What follows belongs to an exercise in optimizing a design on an open flow for small area, a short achievable clock period and few clock cycles per item; a production flow would make more cautious choices.
Only simulation tests tie the RTL to the original design; equivalence was not proved.
Power and IR drop assume default switching activity.

`config.mk`:
```
export PLATFORM = sky130hd
export DESIGN_NAME = bounded_ordered_set
export DESIGN_NICKNAME = bounded_ordered_set
export VERILOG_FILES = /design/flow/design.v
export SDC_FILE = /design/flow/constraint.sdc
export NUM_CORES = 4
export LEC_CHECK = 0
export CAP_MARGIN = 20
export CORE_MARGIN = 2
export CORE_UTILIZATION = 40
export SETUP_SLACK_MARGIN = 2.5
export SLEW_MARGIN = 20
```
`constraint.sdc`:
```
create_clock -name core_clock -period 4.0 [get_ports {clock}]
set_input_delay 0.8000 -clock core_clock [delete_from_list [all_inputs] [get_ports {clock}]]
set_output_delay 0.8000 -clock core_clock [all_outputs]
set_load 0.01 [all_outputs]
```
`design.v`:
```
package bos_pkg;
   localparam int CAPACITY = 8;
   localparam int VALUE_W  = 32;
   localparam int RSP_W    = 7;    
   localparam logic [3:0] CAP_LIMIT_RESET = 4'd8;
   typedef logic [VALUE_W-1:0] value_type;
   localparam logic [1:0] OP_INSERT = 2'd0;
   localparam logic [1:0] OP_REMOVE = 2'd1;
   localparam logic [1:0] ST_DONE      = 2'd0;
   localparam logic [1:0] ST_DUPLICATE = 2'd1;
   localparam logic [1:0] ST_FULL      = 2'd2;
   localparam logic [1:0] ST_NOT_FOUND = 2'd3;
endpackage
module bos_cell (
   input  logic               clock,
   input  logic               load,
   input  bos_pkg::value_type value,
   output logic               equal
);
   bos_pkg::value_type entry_ff;
   assign equal = (entry_ff == value);
   always_ff @(posedge clock) begin
      if (load) begin
         entry_ff <= value;
      end
   end
endmodule
module bounded_ordered_set (
   input  logic        clock,
   input  logic        reset,
   input  logic        req_tvalid,
   output logic        req_tready,
   input  logic [31:0] req_tdata,
   input  logic [1:0]  req_tuser,
   output logic        rsp_tvalid,
   input  logic        rsp_tready,
   output logic [7:0]  rsp_tdata,   
   input  logic        csr_we,
   input  logic [3:0]  csr_wdata
);
   localparam int N = bos_pkg::CAPACITY;
   localparam int W = bos_pkg::RSP_W;
   logic               r_valid_ff;
   bos_pkg::value_type r_value_ff;
   logic [1:0]         r_op_ff;
   logic [N-1:0]       valid_ff;
   logic [3:0]         count_ff;
   logic [3:0]         limit_ff;    
   logic [1:0]         q_cnt_ff;
   logic [W-1:0]       q0_ff, q1_ff, q2_ff;
   logic [N-1:0]       equal;
   logic [N-1:0]       match;
   logic [N-1:0]       free_first;
   logic               hit_any;
   logic               room;
   logic               is_insert;
   logic               is_remove;
   logic               do_insert;
   logic               do_remove;
   logic [3:0]         count_in;
   logic [1:0]         status;
   logic [W-1:0]       rsp_new;
   logic               req_fire;
   logic               pop;
   assign req_tready = ({1'b0, q_cnt_ff} + {2'b00, r_valid_ff}) < 3'd3;
   assign req_fire   = req_tvalid && req_tready;
   always_ff @(posedge clock) begin
      r_value_ff <= req_tdata;
      r_op_ff    <= req_tuser;
   end
   for (genvar i = 0; i < N; i++) begin : g_slot
      bos_cell u_cell (
         .clock (clock),
         .load  (!valid_ff[i]),
         .value (r_value_ff),
         .equal (equal[i])
      );
   end
   assign match   = equal & valid_ff;
   assign hit_any = |match;
   always_comb begin
      free_first = '0;
      for (int i = N - 1; i >= 0; i--) begin
         if (!valid_ff[i]) begin
            free_first = '0;
            free_first[i] = 1'b1;
         end
      end
   end
   assign room      = count_ff < limit_ff;
   assign is_insert = (r_op_ff == bos_pkg::OP_INSERT);
   assign is_remove = (r_op_ff == bos_pkg::OP_REMOVE);
   assign do_insert = r_valid_ff && is_insert && !hit_any && room;
   assign do_remove = r_valid_ff && is_remove && hit_any;
   always_comb begin
      if (is_insert) begin
         status = hit_any ? bos_pkg::ST_DUPLICATE :
                  (room ? bos_pkg::ST_DONE : bos_pkg::ST_FULL);
      end else begin
         status = hit_any ? bos_pkg::ST_DONE : bos_pkg::ST_NOT_FOUND;
      end
   end
   always_comb begin
      count_in = count_ff;
      if (do_insert) begin
         count_in = count_ff + 4'd1;
      end else if (do_remove) begin
         count_in = count_ff - 4'd1;
      end
   end
   assign rsp_new = {count_in, hit_any, status};
   assign pop = rsp_tready && (q_cnt_ff != 2'd0);
   always_ff @(posedge clock) begin
      if (pop) begin
         q0_ff <= (q_cnt_ff >= 2'd2) ? q1_ff : rsp_new;
         q1_ff <= (q_cnt_ff == 2'd3) ? q2_ff : rsp_new;
         q2_ff <= rsp_new;
      end else begin
         if (q_cnt_ff == 2'd0) q0_ff <= rsp_new;
         if (q_cnt_ff <= 2'd1) q1_ff <= rsp_new;
         if (q_cnt_ff != 2'd3) q2_ff <= rsp_new;
      end
   end
   always_ff @(posedge clock) begin
      if (reset) begin
         r_valid_ff <= 1'b0;
         valid_ff   <= '0;
         count_ff   <= '0;
         limit_ff   <= bos_pkg::CAP_LIMIT_RESET;
         q_cnt_ff   <= '0;
      end else begin
         r_valid_ff <= req_fire;
         if (csr_we) begin
            limit_ff <= (csr_wdata > 4'd8) ? 4'd8 : csr_wdata;
         end
         for (int i = 0; i < N; i++) begin
            if (do_remove && match[i]) begin
               valid_ff[i] <= 1'b0;
            end else if (do_insert && free_first[i]) begin
               valid_ff[i] <= 1'b1;
            end
         end
         count_ff <= count_in;
         q_cnt_ff <= q_cnt_ff + {1'b0, r_valid_ff} - {1'b0, pop};
      end
   end
   assign rsp_tvalid = (q_cnt_ff != 2'd0);
   assign rsp_tdata  = {1'b0, q0_ff};
endmodule
```
`run.sh`:
```
#!/bin/bash
# synth_recipe.tcl (not shown) runs the flow's synth.tcl, then flattens the netlist and writes it again
# the make line also repeats each setting of config.mk as NAME=value (left out here)
make -C /OpenROAD-flow-scripts/flow DESIGN_CONFIG=/design/flow/config.mk WORK_HOME=/design/flow/orfs CLKGATE_MAP_FILE= SYNTH_SCRIPT=/design/flow/synth_recipe.tcl finish
```
==> report_table.html, run 1 <==
<table>
<tr><th>Metric</th><th>Value</th></tr>
<tr><th colspan="2">Outcome</th></tr>
<tr><td>Status</td><td>timing/DRC/antenna clean</td></tr>
<tr><th colspan="2">Power and ir drop</th></tr>
<tr><td>Fraction of power consumed by combinational cells</td><td>8.8%</td></tr>
<tr><td>Switching power of the nets</td><td>0.001722 W</td></tr>
<tr><td>Fraction of power spent switching nets</td><td>21.87%</td></tr>
<tr><td>Internal power of the cells</td><td>0.006153 W</td></tr>
<tr><td>Sequential Power Share</td><td>51.9%</td></tr>
<tr><td>Worst VDD drop</td><td>0.2031 mV</td></tr>
<tr><td>Total power density per cell area</td><td>490.6 nW/um^2</td></tr>
<tr><td>Pleak</td><td>5.614 nW</td></tr>
<tr><td>Clock power share</td><td>39.3%</td></tr>
<tr><th colspan="2">Die</th></tr>
<tr><td>Die Height</td><td>186.5 um</td></tr>
<tr><td>Die outline width</td><td>186.5 um</td></tr>
<tr><td>DIE AREA</td><td>34790 sq um</td></tr>
<tr><td>Initial standard-cell utilization of the core</td><td>40.75%</td></tr>
<tr><td>Core Footprint</td><td>32700 sq um</td></tr>
<tr><td>Count of standard-cell rows</td><td>66</td></tr>
<tr><td>Top-level port count</td><td>53</td></tr>
<tr><th colspan="2">Routing</th></tr>
<tr><td>Overall via count from detail_route</td><td>7014</td></tr>
<tr><td>Starting DRT DRC Count</td><td>610</td></tr>
<tr><td>Antenna violation net count after detailed routing</td><td>0</td></tr>
<tr><td>Detailed-router iteration count before antenna repair</td><td>5</td></tr>
<tr><td>Via-to-Cell Ratio</td><td>4.878</td></tr>
<tr><td>Residual DRC count</td><td>0</td></tr>
<tr><td>Avg WL per Cell</td><td>20.74 um</td></tr>
<tr><td>DRT Wirelength</td><td>29.83 mm</td></tr>
<tr><th colspan="2">Setup path</th></tr>
<tr><td>Arr. time, crit path</td><td>3.17 ns</td></tr>
<tr><td>Required @ worst endpoint</td><td>4.23 ns</td></tr>
<tr><td>Startpoint types</td><td>flop</td></tr>
<tr><td>Type of destination of the critical path</td><td>flop</td></tr>
<tr><td>Worst reg-to-reg path cell count</td><td>10</td></tr>
<tr><td>Worst Path Max Fanout</td><td>6</td></tr>
<tr><td>Classification of the worst setup path</td><td>reg -&gt; reg</td></tr>
<tr><th colspan="2">STA</th></tr>
<tr><td>Max Clock Skew</td><td>0.01526 ns</td></tr>
<tr><td>Worst Tran Pin Value</td><td>0.7927 ns</td></tr>
<tr><td>Setup tns final</td><td>0 ns</td></tr>
<tr><td>Unrepaired setup endpoints after global routing</td><td>yes</td></tr>
<tr><td>Min Tclk post-route</td><td>2.937 ns</td></tr>
<tr><td>Rel. slew slack</td><td>46.96%</td></tr>
<tr><td>Post-route worst setup slack</td><td>1.063 ns</td></tr>
<tr><td>Number of max-slew violations in the final report</td><td>0</td></tr>
<tr><td>Finish-stage setup viols</td><td>0</td></tr>
<tr><td>Max frequency</td><td>0.3404 GHz</td></tr>
<tr><td>Post-route clock period utilization</td><td>73.44%</td></tr>
<tr><td>Final count of hold timing violations</td><td>0</td></tr>
<tr><th colspan="2">Clock tree</th></tr>
<tr><td>TritonCTS Buffers</td><td>35</td></tr>
<tr><td>Clock tree from TritonCTS</td><td>done</td></tr>
<tr><td># H-tree levels</td><td>2</td></tr>
<tr><td>Clock tree root driver cell</td><td>sky130_fd_sc_hd__clkbuf_16</td></tr>
<tr><td>CTS hold repair buffers</td><td>0</td></tr>
<tr><td>Clock slew seen by the registers of the worst setup and hold paths</td><td>0.06 ns</td></tr>
<tr><td>Maximum clock insertion buffer count</td><td>3</td></tr>
<tr><td>Clock latency of the later-clocked register in the worst-skew pair</td><td>0.51 ns</td></tr>
<tr><td>Num Clock Sinks</td><td>330</td></tr>
<tr><th colspan="2">Placed design</th></tr>
<tr><td>Port Buffers</td><td>51</td></tr>
<tr><td>Placement Setup Slack</td><td>0.5973 ns</td></tr>
<tr><td>HPWL after detailed placement</td><td>19.79 mm</td></tr>
<tr><td>Final RePlAce weighted congestion</td><td>0.7702</td></tr>
<tr><th colspan="2">GRT</th></tr>
<tr><td>Via count of the first global-routing pass</td><td>6884</td></tr>
<tr><td>Number of antenna violations at the first check in global routing</td><td>0</td></tr>
<tr><td>Global-route wire length before repair</td><td>44.70 mm</td></tr>
<tr><td>Overall fraction of global-route tracks in use</td><td>17.27%</td></tr>
<tr><td>Largest net degree at the start of global routing</td><td>35</td></tr>
<tr><td>Residual overflow from global routing</td><td>0</td></tr>
<tr><th colspan="2">Synthesis</th></tr>
<tr><td>Commonest register cell after synthesis</td><td>sky130_fd_sc_hd__edfxtp_1</td></tr>
<tr><td>Number of flip-flops and latches in the synthesized netlist</td><td>330</td></tr>
<tr><td>Syn Std Cell Area</td><td>13330 sq um</td></tr>
<tr><td>Sequential area share after synthesis</td><td>70.38%</td></tr>
<tr><td>Synth async-reset ratio</td><td>0%</td></tr>
<tr><td>Warning count from the yosys run</td><td>2</td></tr>
<tr><td>Count of flip-flops with a built-in enable after synthesis</td><td>277</td></tr>
<tr><td>Post-synth net total</td><td>916</td></tr>
<tr><td>Mapped Avg Cell Area</td><td>15.42 sq um</td></tr>
<tr><td>Number of distinct standard cells referenced by the synthesized netlist</td><td>55</td></tr>
<tr><td>Synthesized netlist cell count</td><td>864</td></tr>
<tr><th colspan="2">Worst hold path</th></tr>
<tr><td>Hold Crit Class</td><td>reg -&gt; reg</td></tr>
<tr><td>Hold depth</td><td>2</td></tr>
<tr><th colspan="2">Cells and area</th></tr>
<tr><td>Layout cell share with drive strength beyond 1</td><td>18.78%</td></tr>
<tr><td>NumNets Final</td><td>1022</td></tr>
<tr><td>Area Growth Syn to Fin</td><td>20.46%</td></tr>
<tr><td>Ant. Diodes</td><td>0</td></tr>
<tr><th colspan="2">Flow run</th></tr>
<tr><td>Number of maximum-capacitance constraint violations</td><td>0</td></tr>
</table>
==> worst paths after layout <==
| path | end | start | slack [ns] |
|---|---|---|---|
| setup / recovery | q0_ff[6] | g_slot[5].u_cell.entry_ff[22] | 1.06 |
| setup reg to reg | q0_ff[6] | g_slot[5].u_cell.entry_ff[22] | 1.06 |
| hold / removal | limit_ff[1] | limit_ff[1] | 0.47 |
| hold reg to reg | limit_ff[1] | limit_ff[1] | 0.47 |
==> cells by family after synthesis <==
| logic type | Yosys count | share of synthesized area [%] |
|---|---|---|
| AOI/OAI and AO/OA | 47 | 2.535 |
| xor gates and xnor gates | 255 | 16.87 |
| adders and majority gates | 9 | 0.8451 |
| buffers and inverters | 65 | 2.573 |
| DFF | 330 | 70.39 |
| muxes | 1 | 0.07512 |
| other | 1 | 0.02814 |
| and+or+nand+nor | 156 | 6.685 |
==> power by group through the flow <==
| stage | clock [W] | combinational [W] | sequential [W] |
|---|---|---|---|
| after floorplan | 0 | 0.000416 | 0.00414 |
| after global placement | 0 | 0.000669 | 0.00416 |
| after detailed placement | 0 | 0.000672 | 0.00417 |
| after CTS | 0.00317 | 0.000679 | 0.00410 |
| after global routing | 0.00329 | 0.000750 | 0.00412 |
| final | 0.00309 | 0.000691 | 0.00409 |
==> placed cells by master, fill, tap and decap left out, types with 6 or more instances in the layout <==
master                              n
sky130_fd_sc_hd__nand4_1           54
sky130_fd_sc_hd__buf_2              7
sky130_fd_sc_hd__xnor2_1          211
sky130_fd_sc_hd__buf_4             45
sky130_fd_sc_hd__dfxtp_1           34
sky130_fd_sc_hd__nor3_1             8
sky130_fd_sc_hd__clkbuf_16         37
sky130_fd_sc_hd__a21oi_1            6
sky130_fd_sc_hd__xor2_1            35
sky130_fd_sc_hd__dfxtp_2           12
sky130_fd_sc_hd__clkdlybuf4s50_1   40
sky130_fd_sc_hd__nor2_1            22
sky130_fd_sc_hd__nand3_1            7
sky130_fd_sc_hd__dfxtp_4            7
sky130_fd_sc_hd__nand2_1           18
sky130_fd_sc_hd__clkbuf_1           9
sky130_fd_sc_hd__buf_6              9
sky130_fd_sc_hd__nor4_2             6
sky130_fd_sc_hd__clkinv_1           8
sky130_fd_sc_hd__inv_1             24
sky130_fd_sc_hd__edfxtp_1         277
==> layer usage <==
layer,global-route usage [%],part of all wire (%)
met1,24.14,46
met2,27.53,46
met3,3.423,5.8
met4,4.945,2.2
met5,0,0
==> area by class of cell <==
type / count / area, sq um
inverter: 28 / 111.4
clock inverter: 12 / 75.07
fill: 2828 / 16650
timing repair buffer: 106 / 938.4
clock buffer: 51 / 1028
sequential: 330 / 9420
tap: 442 / 553.0
multi-input combinational: 469 / 3925
==> per-stage QoR <==
stage / hold slack (ns) / instances / cell area [sq um] / total power [W] / util [%]
final: 0.4749 / 1438 / 16050 / 0.007875 / 49.09
after global routing: 0.5040 / 1438 / 16050 / 0.008161 / 49.09
after CTS: 0.4757 / 1432 / 15870 / 0.007949 / 48.52
after detailed placement: 0.4645 / 1362 / 14560 / 0.004837 / 44.53
after global placement: 0.4602 / 1362 / 14560 / 0.004825 / 44.53
after floorplan: 0.4451 / 864 / 13420 / 0.004560 / -
==> timing repair <==
action / CTS / global route
pin swaps: 22 / 10
resized for setup: 84 / 38
buffers inserted: 7 / 6
setup endpoints to repair: 60 / 45
==> critical path, cell delays in order (launching register included) <==
cell,delay [ns]
sky130_fd_sc_hd__edfxtp_1,0.45
sky130_fd_sc_hd__xnor2_4,0.26
sky130_fd_sc_hd__nand4_1,0.18
sky130_fd_sc_hd__or4_4,0.50
sky130_fd_sc_hd__or4_4,0.52
sky130_fd_sc_hd__nand4_4,0.14
sky130_fd_sc_hd__nor3b_4,0.09
sky130_fd_sc_hd__a21oi_2,0.15
sky130_fd_sc_hd__xor2_1,0.16
sky130_fd_sc_hd__buf_4,0.16
sky130_fd_sc_hd__o21ai_0,0.07
==> cell usage after synthesis (9+ instances only) <==
cell	n	area, sq um
sky130_fd_sc_hd__edfxtp_1	277	8318
sky130_fd_sc_hd__xnor2_1	216	1892
sky130_fd_sc_hd__nand4_1	54	337.8
sky130_fd_sc_hd__dfxtp_1	53	1061
sky130_fd_sc_hd__xor2_1	37	324.1
sky130_fd_sc_hd__inv_1	28	105.1
sky130_fd_sc_hd__nor2_1	24	90.09
sky130_fd_sc_hd__nand2_1	21	78.83
sky130_fd_sc_hd__buf_2	19	95.09
sky130_fd_sc_hd__nor4_1	14	87.58
sky130_fd_sc_hd__a21oi_1	11	55.05
sky130_fd_sc_hd__ha_1	9	112.6
==> sequential cells by signal (all words and copies together) (netlist names) <==
signal / count
g_slot.u_cell.entry_ff: 256
r_value_ff: 32
valid_ff: 8
q0_ff: 7
q1_ff: 7
q2_ff: 7
count_ff: 4
limit_ff: 4
q_cnt_ff: 2
r_op_ff: 2
r_valid_ff: 1
Testbench counts, summed over its fixed seeds: cycles 16,016, items 16,000.
==> inputs of run 2 (changes only) <==
--- a/config.mk
+++ b/config.mk
@@ -8,5 +8,5 @@
 export CAP_MARGIN = 20
 export CORE_MARGIN = 2
 export CORE_UTILIZATION = 40
-export SETUP_SLACK_MARGIN = 2.5
+export SETUP_SLACK_MARGIN = 2.0
 export SLEW_MARGIN = 20
==> run 2 against run 1 <==
Against the previous run: synthesized area stayed put; power barely moved; setup slack got worse by 0.021 ns; cell area is 0.37% higher; flip-flop and latch count did not move; hold slack got worse by 0.0067 ns; synthesized cell count unchanged; global-route usage rose by 0.21 points; first-iteration DRC count shrank 11%; register-to-register slack worse by 0.02 ns.
==> report_table.html, run 2 <==
<table>
<tr><th>Metric</th><th>Value</th></tr>
<tr><th colspan="2">Synthesis</th></tr>
<tr><td>Share of the synthesized area in the top cell type</td><td>62.42%</td></tr>
<tr><td>Synthesized netlist cell count</td><td>864</td></tr>
<tr><td>Number of flip-flops and latches in the synthesized netlist</td><td>330</td></tr>
<tr><td>Sequential area share after synthesis</td><td>70.38%</td></tr>
<tr><td>Mapped Avg Cell Area</td><td>15.42 sq um</td></tr>
<tr><td>Warning count from the yosys run</td><td>2</td></tr>
<tr><td>Largest area contributor in the netlist</td><td>sky130_fd_sc_hd__edfxtp_1</td></tr>
<tr><td>Synth async-reset ratio</td><td>0%</td></tr>
<tr><td>Area contributors post-synth</td><td>sky130_fd_sc_hd__edfxtp_1, sky130_fd_sc_hd__xnor2_1, sky130_fd_sc_hd__dfxtp_1</td></tr>
<tr><td>Most frequently used cell type in the post-synthesis netlist</td><td>sky130_fd_sc_hd__edfxtp_1</td></tr>
<tr><td>Commonest register cell after synthesis</td><td>sky130_fd_sc_hd__edfxtp_1</td></tr>
<tr><td>Syn Std Cell Area</td><td>13330 sq um</td></tr>
<tr><td>Number of distinct standard cells referenced by the synthesized netlist</td><td>55</td></tr>
<tr><td>Post-synth net total</td><td>916</td></tr>
<tr><td>Count of flip-flops with a built-in enable after synthesis</td><td>277</td></tr>
<tr><td>Top cells by count, synth</td><td>sky130_fd_sc_hd__edfxtp_1, sky130_fd_sc_hd__xnor2_1, sky130_fd_sc_hd__nand4_1</td></tr>
<tr><th colspan="2">Routing</th></tr>
<tr><td>Via-to-Cell Ratio</td><td>4.915</td></tr>
<tr><td>Detailed-router iteration count before antenna repair</td><td>5</td></tr>
<tr><td>Avg WL per Cell</td><td>20.85 um</td></tr>
<tr><td>Overall via count from detail_route</td><td>7112</td></tr>
<tr><td>Antenna violation net count after detailed routing</td><td>0</td></tr>
<tr><td>Residual DRC count</td><td>0</td></tr>
<tr><td>DRT Wirelength</td><td>30.17 mm</td></tr>
<tr><td>Starting DRT DRC Count</td><td>544</td></tr>
<tr><th colspan="2">Power and ir drop</th></tr>
<tr><td>Total power density per cell area</td><td>489.2 nW/um^2</td></tr>
<tr><td>Fraction of power spent switching nets</td><td>22.18%</td></tr>
<tr><td>Worst VDD drop</td><td>0.3157 mV</td></tr>
<tr><td>Switching power of the nets</td><td>0.001748 W</td></tr>
<tr><td>Clock power share</td><td>39.6%</td></tr>
<tr><td>Total chip power</td><td>0.007881 W</td></tr>
<tr><td>Pleak</td><td>5.661 nW</td></tr>
<tr><td>Fraction of power consumed by combinational cells</td><td>8.5%</td></tr>
<tr><td>Sequential Power Share</td><td>51.9%</td></tr>
<tr><td>Internal power of the cells</td><td>0.006133 W</td></tr>
<tr><th colspan="2">GRT</th></tr>
<tr><td>Number of antenna violations at the first check in global routing</td><td>0</td></tr>
<tr><td>Residual overflow from global routing</td><td>0</td></tr>
<tr><td>Global-route wire length before repair</td><td>45.59 mm</td></tr>
<tr><td>Via count of the first global-routing pass</td><td>7129</td></tr>
<tr><td>Overall fraction of global-route tracks in use</td><td>17.49%</td></tr>
<tr><td>Largest net degree at the start of global routing</td><td>35</td></tr>
<tr><th colspan="2">Cells and area</th></tr>
<tr><td>Ant. Diodes</td><td>0</td></tr>
<tr><td>Most frequent standard cell in the layout excluding fill and tap cells</td><td>sky130_fd_sc_hd__edfxtp_1</td></tr>
<tr><td>Layout cell share with drive strength beyond 1</td><td>18.81%</td></tr>
<tr><td>Most frequent cells in the layout</td><td>sky130_fd_sc_hd__edfxtp_1, sky130_fd_sc_hd__xnor2_1, sky130_fd_sc_hd__nand4_1</td></tr>
<tr><td>Final-layout fill cell count</td><td>2833</td></tr>
<tr><td>Largest reg by FF count</td><td>g_slot.u_cell.entry_ff</td></tr>
<tr><td>NumNets Final</td><td>1031</td></tr>
<tr><td>Area Growth Syn to Fin</td><td>20.90%</td></tr>
<tr><td>Max reg flops</td><td>256</td></tr>
<tr><td>Registers with the most flip-flops</td><td>g_slot.u_cell.entry_ff (256), r_value_ff (32), valid_ff (8)</td></tr>
<tr><th colspan="2">Flow run</th></tr>
<tr><td>Number of maximum-capacitance constraint violations</td><td>0</td></tr>
<tr><th colspan="2">Setup path</th></tr>
<tr><td>Startpoint types</td><td>flop</td></tr>
<tr><td>Classification of the worst setup path</td><td>reg -&gt; reg</td></tr>
<tr><td>Most Frequent Cell on Critical Path</td><td>sky130_fd_sc_hd__or4_4</td></tr>
<tr><td>Cells along the critical path</td><td>xnor2_2 &gt; nand4_1 &gt; or4_4 &gt; or4_4 &gt; nand4_4 &gt; nor3b_4 &gt; a21oi_2 &gt; xor2_1 &gt; buf_4 &gt; o21ai_0</td></tr>
<tr><td>Type of destination of the critical path</td><td>flop</td></tr>
<tr><td>Worst path buffer plus inverter count</td><td>1</td></tr>
<tr><td>Arr. time, crit path</td><td>3.21 ns</td></tr>
<tr><td>Worst Path Max Fanout</td><td>6</td></tr>
<tr><td>Top delay family on crit path</td><td>simple AND/OR/NAND/NOR gates</td></tr>
<tr><td>Required @ worst endpoint</td><td>4.25 ns</td></tr>
<tr><td>Maximum cell stage delay along the critical path</td><td>0.57 ns</td></tr>
<tr><td>Cell type of the slowest stage on the worst timing path</td><td>sky130_fd_sc_hd__or4_4</td></tr>
<tr><th colspan="2">STA</th></tr>
<tr><td>Rel. slew slack</td><td>50.34%</td></tr>
<tr><td>Setup tns final</td><td>0 ns</td></tr>
<tr><td>Max frequency</td><td>0.3380 GHz</td></tr>
<tr><td>Number of max-slew violations in the final report</td><td>0</td></tr>
<tr><td>Final count of hold timing violations</td><td>0</td></tr>
<tr><td>Post-route clock period utilization</td><td>73.96%</td></tr>
<tr><td>Unrepaired setup endpoints after global routing</td><td>yes</td></tr>
<tr><td>Finish-stage setup viols</td><td>0</td></tr>
<tr><td>Max Clock Skew</td><td>0.01642 ns</td></tr>
<tr><td>Worst Tran Pin Value</td><td>0.7422 ns</td></tr>
<tr><td>Min Tclk post-route</td><td>2.958 ns</td></tr>
<tr><th colspan="2">Die</th></tr>
<tr><td>Count of standard-cell rows</td><td>66</td></tr>
<tr><td>DIE AREA</td><td>34790 sq um</td></tr>
<tr><td>Die outline width</td><td>186.5 um</td></tr>
<tr><td>Initial standard-cell utilization of the core</td><td>40.75%</td></tr>
<tr><td>Top-level port count</td><td>53</td></tr>
<tr><td>Die Height</td><td>186.5 um</td></tr>
<tr><td>Core Footprint</td><td>32700 sq um</td></tr>
<tr><th colspan="2">Clock tree</th></tr>
<tr><td>Clock tree from TritonCTS</td><td>done</td></tr>
<tr><td>TritonCTS Buffers</td><td>36</td></tr>
<tr><td>Clock latency of the later-clocked register in the worst-skew pair</td><td>0.52 ns</td></tr>
<tr><td>Num Clock Sinks</td><td>330</td></tr>
<tr><td>CTS hold repair buffers</td><td>0</td></tr>
<tr><td>Maximum clock insertion buffer count</td><td>3</td></tr>
<tr><td># H-tree levels</td><td>2</td></tr>
<tr><td>Clock slew seen by the registers of the worst setup and hold paths</td><td>0.06 ns</td></tr>
<tr><td>Clock tree root driver cell</td><td>sky130_fd_sc_hd__clkbuf_16</td></tr>
<tr><th colspan="2">Placed design</th></tr>
<tr><td>Final RePlAce weighted congestion</td><td>0.7948</td></tr>
<tr><td>HPWL after detailed placement</td><td>19.90 mm</td></tr>
<tr><td>Port Buffers</td><td>51</td></tr>
<tr><th colspan="2">Worst hold path</th></tr>
<tr><td>Hold Crit Class</td><td>reg -&gt; reg</td></tr>
<tr><th colspan="2">Outcome</th></tr>
<tr><td>Status</td><td>timing/DRC/antenna clean</td></tr>
</table>
==> run 2: per-layer routing <==
| metal | global-route usage, % | routed length, um | part of all wire [%] |
|---|---|---|---|
| met4 | 5.891 | 738 | 2.4 |
| met1 | 24.08 | 13900 | 46 |
| met3 | 3.066 | 1393 | 4.6 |
| met2 | 28.17 | 14140 | 47 |
| met5 | 0 | 0 | 0 |
==> run 2: final timing paths <==
path              slack [ns]     endpoint  cells after the start                    startpoint
setup / recovery        1.04     q0_ff[6]                     10  g_slot[5].u_cell.entry_ff[7]
hold / removal          0.47  limit_ff[1]                      2                   limit_ff[1]
setup reg to reg        1.04     q0_ff[6]                     10  g_slot[5].u_cell.entry_ff[7]
hold reg to reg         0.47  limit_ff[1]                      2                   limit_ff[1]
==> run 2: cells by family after synthesis <==
| family | Yosys count | share of synthesized area [%] |
|---|---|---|
| flip-flops | 330 | 70.39 |
| XOR/XNOR | 255 | 16.87 |
| AND/OR/NAND/NOR | 156 | 6.685 |
| buffers and inverters | 65 | 2.573 |
| AO/OA/AOI/OAI | 47 | 2.535 |
| adder cells (fa/ha/maj) | 9 | 0.8451 |
| other | 1 | 0.02814 |
| multiplexers | 1 | 0.07512 |
==> run 2: layout make-up <==
class | instances | area [sq um] | area share (%)
well taps | 442 | 553.0 | 3.433
clock buffers | 51 | 1018 | 6.322
repair buffers | 114 | 1036 | 6.431
inverters | 28 | 111.4 | 0.6912
flip-flops and latches | 330 | 9445 | 58.63
multi-input cells | 469 | 3865 | 23.99
clock inverters | 13 | 81.33 | 0.5048
==> run 2: stage by stage <==
| step | worst slack (ns) | utilization, % | instance area, sq um | cells | hold WS, ns |
|---|---|---|---|---|---|
| final | 1.042 | 49.27 | 16110 | 1447 | 0.4682 |
| after CTS | 1.002 | 48.75 | 15940 | 1440 | 0.4684 |
| after detailed placement | 0.3828 | 44.35 | 14500 | 1364 | 0.4578 |
| after global placement | 0.3727 | 44.35 | 14500 | 1364 | 0.4619 |
| after global routing | 0.9452 | 49.27 | 16110 | 1447 | 0.4955 |
| after floorplan | 1.201 | - | 13350 | 864 | 0.4451 |
==> run 2: repair_timing <==
item,CTS,global route
buffers inserted,12,7
pin swaps,25,13
setup endpoints to repair,42,36
gates resized for setup,82,35
==> run 2: worst min-delay path, stage by stage, from the launching register on <==
cell                       delay [ns]
sky130_fd_sc_hd__dfxtp_1         0.31
sky130_fd_sc_hd__nand2b_1        0.06
sky130_fd_sc_hd__a21oi_1         0.05
==> run 2: power by group through the flow <==
stage	clock [W]	sequential, W	combinational (W)
after floorplan	0	0.00414	0.000385
after global placement	0	0.00416	0.000633
after detailed placement	0	0.00417	0.000635
after CTS	0.00318	0.00410	0.000663
after global routing	0.00331	0.00412	0.000727
final	0.00312	0.00409	0.000667
==> inputs of run 3 (changes only) <==
--- a/config.mk
+++ b/config.mk
@@ -8,5 +8,4 @@
 export CAP_MARGIN = 20
 export CORE_MARGIN = 2
 export CORE_UTILIZATION = 40
-export SETUP_SLACK_MARGIN = 2.0
 export SLEW_MARGIN = 20
==> run 3 against run 2 <==
Against the previous run: wire length down 5.5%; clock skew grew 0.0013 ns; die area is the same; count of clock-buffer cells in the layout is 1 higher; setup slack got worse by 0.40 ns; non-clock buffer count shrank 13; power shrank 2.6%; combinational power is 5.1% lower; fmax shrank 12%.
==> report_table.html, run 3 <==
<table>
<tr><th>Metric</th><th>Value</th></tr>
<tr><th colspan="2">Cells and area</th></tr>
<tr><td>Most frequent cells in the layout</td><td>sky130_fd_sc_hd__edfxtp_1, sky130_fd_sc_hd__xnor2_1, sky130_fd_sc_hd__nand4_1</td></tr>
<tr><td>Final design instance area without fill</td><td>15580 sq um</td></tr>
<tr><td>Registers with the most flip-flops</td><td>g_slot.u_cell.entry_ff (256), r_value_ff (32), valid_ff (8)</td></tr>
<tr><td>Ant. Diodes</td><td>0</td></tr>
<tr><td>Max reg flops</td><td>256</td></tr>
<tr><td>Most frequent standard cell in the layout excluding fill and tap cells</td><td>sky130_fd_sc_hd__edfxtp_1</td></tr>
<tr><td>NumNets Final</td><td>1019</td></tr>
<tr><td>Layout cell share with drive strength beyond 1</td><td>11.08%</td></tr>
<tr><td>Final-layout fill cell count</td><td>2873</td></tr>
<tr><td>Area Growth Syn to Fin</td><td>16.94%</td></tr>
<tr><td>Largest reg by FF count</td><td>g_slot.u_cell.entry_ff</td></tr>
<tr><th colspan="2">GRT</th></tr>
<tr><td>Overall fraction of global-route tracks in use</td><td>16.63%</td></tr>
<tr><td>Global-route wire length before repair</td><td>43.50 mm</td></tr>
<tr><td>Residual overflow from global routing</td><td>0</td></tr>
<tr><td>Via count of the first global-routing pass</td><td>6943</td></tr>
<tr><td>Largest net degree at the start of global routing</td><td>35</td></tr>
<tr><td>Number of antenna violations at the first check in global routing</td><td>0</td></tr>
<tr><th colspan="2">Placed design</th></tr>
<tr><td>Cell Area, Placed</td><td>14540 sq um</td></tr>
<tr><td>Placement Setup Slack</td><td>0.5677 ns</td></tr>
<tr><td>Final RePlAce weighted congestion</td><td>0.8236</td></tr>
<tr><td>HPWL after detailed placement</td><td>19.03 mm</td></tr>
<tr><td>Port Buffers</td><td>51</td></tr>
<tr><th colspan="2">Clock tree</th></tr>
<tr><td>Clock latency of the later-clocked register in the worst-skew pair</td><td>0.50 ns</td></tr>
<tr><td>Post-CTS setup buffer count</td><td>0</td></tr>
<tr><td>Resized Gates After CTS</td><td>0</td></tr>
<tr><td>Clock tree from TritonCTS</td><td>done</td></tr>
<tr><td>Clock tree root driver cell</td><td>sky130_fd_sc_hd__clkbuf_16</td></tr>
<tr><td>CTS hold repair buffers</td><td>0</td></tr>
<tr><td>Maximum clock insertion buffer count</td><td>3</td></tr>
<tr><td># H-tree levels</td><td>2</td></tr>
<tr><td>TritonCTS Buffers</td><td>37</td></tr>
<tr><td>Num Clock Sinks</td><td>330</td></tr>
<tr><td>Clock slew seen by the registers of the worst setup and hold paths</td><td>0.06 ns</td></tr>
<tr><th colspan="2">STA</th></tr>
<tr><td>Post-route worst setup slack</td><td>0.6434 ns</td></tr>
<tr><td>Unrepaired setup endpoints after global routing</td><td>no</td></tr>
<tr><td>Finish-stage setup viols</td><td>0</td></tr>
<tr><td>Rel. slew slack</td><td>40.30%</td></tr>
<tr><td>Number of max-slew violations in the final report</td><td>0</td></tr>
<tr><td>Min Tclk post-route</td><td>3.357 ns</td></tr>
<tr><td>Max frequency</td><td>0.2979 GHz</td></tr>
<tr><td>Final count of hold timing violations</td><td>0</td></tr>
<tr><td>Setup tns final</td><td>0 ns</td></tr>
<tr><td>Post-route clock period utilization</td><td>83.91%</td></tr>
<tr><td>Max Clock Skew</td><td>0.01770 ns</td></tr>
<tr><td>Worst Tran Pin Value</td><td>0.8942 ns</td></tr>
<tr><th colspan="2">Setup path</th></tr>
<tr><td>Worst reg-to-reg path cell count</td><td>9</td></tr>
<tr><td>Most Frequent Cell on Critical Path</td><td>sky130_fd_sc_hd__nand4_1</td></tr>
<tr><td>Type of destination of the critical path</td><td>flop</td></tr>
<tr><td>Required @ worst endpoint</td><td>4.22 ns</td></tr>
<tr><td>Cells along the critical path</td><td>xnor2_1 &gt; nand4_1 &gt; nor4_1 &gt; nand4_1 &gt; nand4_2 &gt; nor3b_2 &gt; a21oi_1 &gt; xor2_1 &gt; o21ai_0</td></tr>
<tr><td>Arr. time, crit path</td><td>3.58 ns</td></tr>
<tr><td>Worst flop-to-flop path startpoint</td><td>r_value_ff[28]</td></tr>
<tr><td>Cell type of the slowest stage on the worst timing path</td><td>sky130_fd_sc_hd__dfxtp_1</td></tr>
<tr><td>R2R Path End</td><td>q0_ff[6]</td></tr>
<tr><td>Startpoint types</td><td>flop</td></tr>
<tr><td>Reg2Reg Setup Slack</td><td>0.64 ns</td></tr>
<tr><td>Maximum cell stage delay along the critical path</td><td>0.90 ns</td></tr>
<tr><td>Worst Path Max Fanout</td><td>17</td></tr>
<tr><td>Critical path launch point</td><td>r_value_ff[28]</td></tr>
<tr><td>Classification of the worst setup path</td><td>reg -&gt; reg</td></tr>
<tr><th colspan="2">Synthesis</th></tr>
<tr><td>Largest area contributor in the netlist</td><td>sky130_fd_sc_hd__edfxtp_1</td></tr>
<tr><td>Share of the synthesized area in the top cell type</td><td>62.42%</td></tr>
<tr><td>Most frequently used cell type in the post-synthesis netlist</td><td>sky130_fd_sc_hd__edfxtp_1</td></tr>
<tr><td>Mapped Avg Cell Area</td><td>15.42 sq um</td></tr>
<tr><td>Sequential area share after synthesis</td><td>70.38%</td></tr>
<tr><td>Commonest register cell after synthesis</td><td>sky130_fd_sc_hd__edfxtp_1</td></tr>
<tr><td>Area contributors post-synth</td><td>sky130_fd_sc_hd__edfxtp_1, sky130_fd_sc_hd__xnor2_1, sky130_fd_sc_hd__dfxtp_1</td></tr>
<tr><td>Number of distinct standard cells referenced by the synthesized netlist</td><td>55</td></tr>
<tr><td>Number of flip-flops and latches in the synthesized netlist</td><td>330</td></tr>
<tr><td>Syn Std Cell Area</td><td>13330 sq um</td></tr>
<tr><td>Count of flip-flops with a built-in enable after synthesis</td><td>277</td></tr>
<tr><td>Post-synth net total</td><td>916</td></tr>
<tr><td>Synthesized netlist cell count</td><td>864</td></tr>
<tr><td>Top cells by count, synth</td><td>sky130_fd_sc_hd__edfxtp_1, sky130_fd_sc_hd__xnor2_1, sky130_fd_sc_hd__nand4_1</td></tr>
<tr><td>Synth async-reset ratio</td><td>0%</td></tr>
<tr><td>Warning count from the yosys run</td><td>2</td></tr>
<tr><th colspan="2">Die</th></tr>
<tr><td>DIE AREA</td><td>34790 sq um</td></tr>
<tr><td>Count of standard-cell rows</td><td>66</td></tr>
<tr><td>Initial standard-cell utilization of the core</td><td>40.75%</td></tr>
<tr><td>Core Footprint</td><td>32700 sq um</td></tr>
<tr><td>Die Height</td><td>186.5 um</td></tr>
<tr><td>Top-level port count</td><td>53</td></tr>
<tr><td>Die outline width</td><td>186.5 um</td></tr>
<tr><th colspan="2">Worst hold path</th></tr>
<tr><td>Hold depth</td><td>2</td></tr>
<tr><td>Worst Hold Endpoint</td><td>limit_ff[1]</td></tr>
<tr><td>Hold Crit Class</td><td>reg -&gt; reg</td></tr>
<tr><td>Hold Crit Start</td><td>limit_ff[1]</td></tr>
<tr><th colspan="2">Routing</th></tr>
<tr><td>Avg WL per Cell</td><td>19.86 um</td></tr>
<tr><td>Residual DRC count</td><td>0</td></tr>
<tr><td>Via-to-Cell Ratio</td><td>4.822</td></tr>
<tr><td>Detailed-router iteration count before antenna repair</td><td>5</td></tr>
<tr><td>Antenna violation net count after detailed routing</td><td>0</td></tr>
<tr><td>Starting DRT DRC Count</td><td>514</td></tr>
<tr><td>DRT Wirelength</td><td>28.50 mm</td></tr>
<tr><td>Overall via count from detail_route</td><td>6919</td></tr>
<tr><th colspan="2">Flow run</th></tr>
<tr><td>Number of maximum-capacitance constraint violations</td><td>0</td></tr>
<tr><th colspan="2">Power and ir drop</th></tr>
<tr><td>Worst VDD drop</td><td>0.2343 mV</td></tr>
<tr><td>Total power density per cell area</td><td>492.7 nW/um^2</td></tr>
<tr><td>Pleak</td><td>5.423 nW</td></tr>
<tr><th colspan="2">Outcome</th></tr>
<tr><td>Status</td><td>timing/DRC/antenna clean</td></tr>
</table>
## run 3: changes by cell type in the layout (fill, tap and decap cells not counted), moves of 5 or more
cell                              change
sky130_fd_sc_hd__xnor2_2              -6
sky130_fd_sc_hd__dfxtp_1             +27
sky130_fd_sc_hd__dfxtp_2             -14
sky130_fd_sc_hd__clkdlybuf4s50_1      +9
sky130_fd_sc_hd__xnor2_1              +7
sky130_fd_sc_hd__nor4_1               +8
sky130_fd_sc_hd__buf_6               -16
sky130_fd_sc_hd__clkbuf_1             +5
sky130_fd_sc_hd__dfxtp_4             -13
sky130_fd_sc_hd__nor4_2               -6
sky130_fd_sc_hd__dlygate4sd2_1        -6
## run 3: per-layer routing
| metal | up-vias | wire length (um) | global-route usage, % |
|---|---|---|---|
| met5 | - | 0 | 0 |
| met4 | 0 | 685 | 4.701 |
| met3 | 39 | 1459 | 3.047 |
| met2 | 157 | 13110 | 26.28 |
| met1 | 3408 | 13240 | 23.61 |
| li1 | 3315 | - | - |
## run 3: cell families (layout without fill, tap and decap cells)
| kind of cell | after synthesis | after routing | share of synthesized area, % |
|---|---|---|---|
| flip-flops | 330 | 330 | 70.39 |
| XOR/XNOR | 255 | 255 | 16.87 |
| AND/OR/NAND/NOR | 156 | 156 | 6.685 |
| buffers and inverters | 65 | 194 | 2.573 |
| AO/OA/AOI/OAI | 47 | 47 | 2.535 |
| adder cells (fa/ha/maj) | 9 | 9 | 0.8451 |
| other | 1 | 1 | 0.02814 |
| multiplexers | 1 | 1 | 0.07512 |
## run 3: cell type report
cell class,count,area [sq um],area share (%)
well taps,442,553.0,3.549
clock buffers,52,982.2,6.303
flip-flops and latches,330,9379,60.19
repair buffers,101,898.4,5.765
inverters,28,105.1,0.6745
clock inverters,13,61.31,0.3934
multi-input cells,469,3603,23.13
## run 3: metrics by stage
stage / util (%) / power [W] / hold slack, ns / std cells
global route: 47.65 / 0.008000 / 0.5043 / 1435
detailed placement: 44.46 / 0.004805 / 0.4679 / 1370
global placement: 44.46 / 0.004791 / 0.4565 / 1370
finish: 47.65 / 0.007677 / 0.4756 / 1435
CTS: 47.65 / 0.007785 / 0.4812 / 1435
floorplan: - / 0.004524 / 0.4451 / 864
## run 3: how the worst max path moves through the flow
stage               endpoint  cells after the start
floorplan           q1_ff[6]                      8
global placement    q1_ff[6]                      9
detailed placement  q0_ff[6]                      9
CTS                 q0_ff[6]                      9
global route        q0_ff[6]                      9
finish              q0_ff[6]                      9
## run 3: power breakdown
group | switching (W) | internal, W
Clock | 0.00125 | 0.00171
Combinational | 0.000306 | 0.000327
Sequential | 0.000124 | 0.00396
Total | 0.00168 | 0.00599
## run 3: critical path: cells and delay by family (launching register included)
family,cells,cell delay (ns)
AO/OA/AOI/OAI,2,0.32
XOR/XNOR,2,0.48
AND/OR/NAND/NOR,5,1.39
flip-flops,1,0.90

separate check: timing with driven ports:
The flow's constraints put no driver on any port. The routed layouts listed below were extracted and timed again, unchanged, in two steps.
Step 1 (the two cells are an assumption about what drives the block):
set clk [get_ports {clock}]
set_driving_cell -lib_cell sky130_fd_sc_hd__clkbuf_16 $clk
set_driving_cell -lib_cell sky130_fd_sc_hd__buf_2 [delete_from_list [all_inputs] $clk]
Step 2, shift: input delay + t, output delay - t, t = (earliest + latest rising clock arrival at the registers) / 2. This alone moves slack from input paths to output paths.
Slacks: ideal / step 1 / step 2; pairs: ideal / step 1.
run | t, ns | setup slack, ns | hold WS [ns] | cell pins on the clock port's net
run 1 | 0.550 | 1.063 / 1.063 / 1.063 | 0.475 / 0.475 / 0.475 | 1
run 2 | 0.557 | 1.042 / 1.042 / 1.042 | 0.468 / 0.468 / 0.468 | 1
run 3 | 0.537 | 0.643 / 0.643 / 0.643 | 0.476 / 0.476 / 0.476 | 1
After both steps every run listed still meets setup and hold.
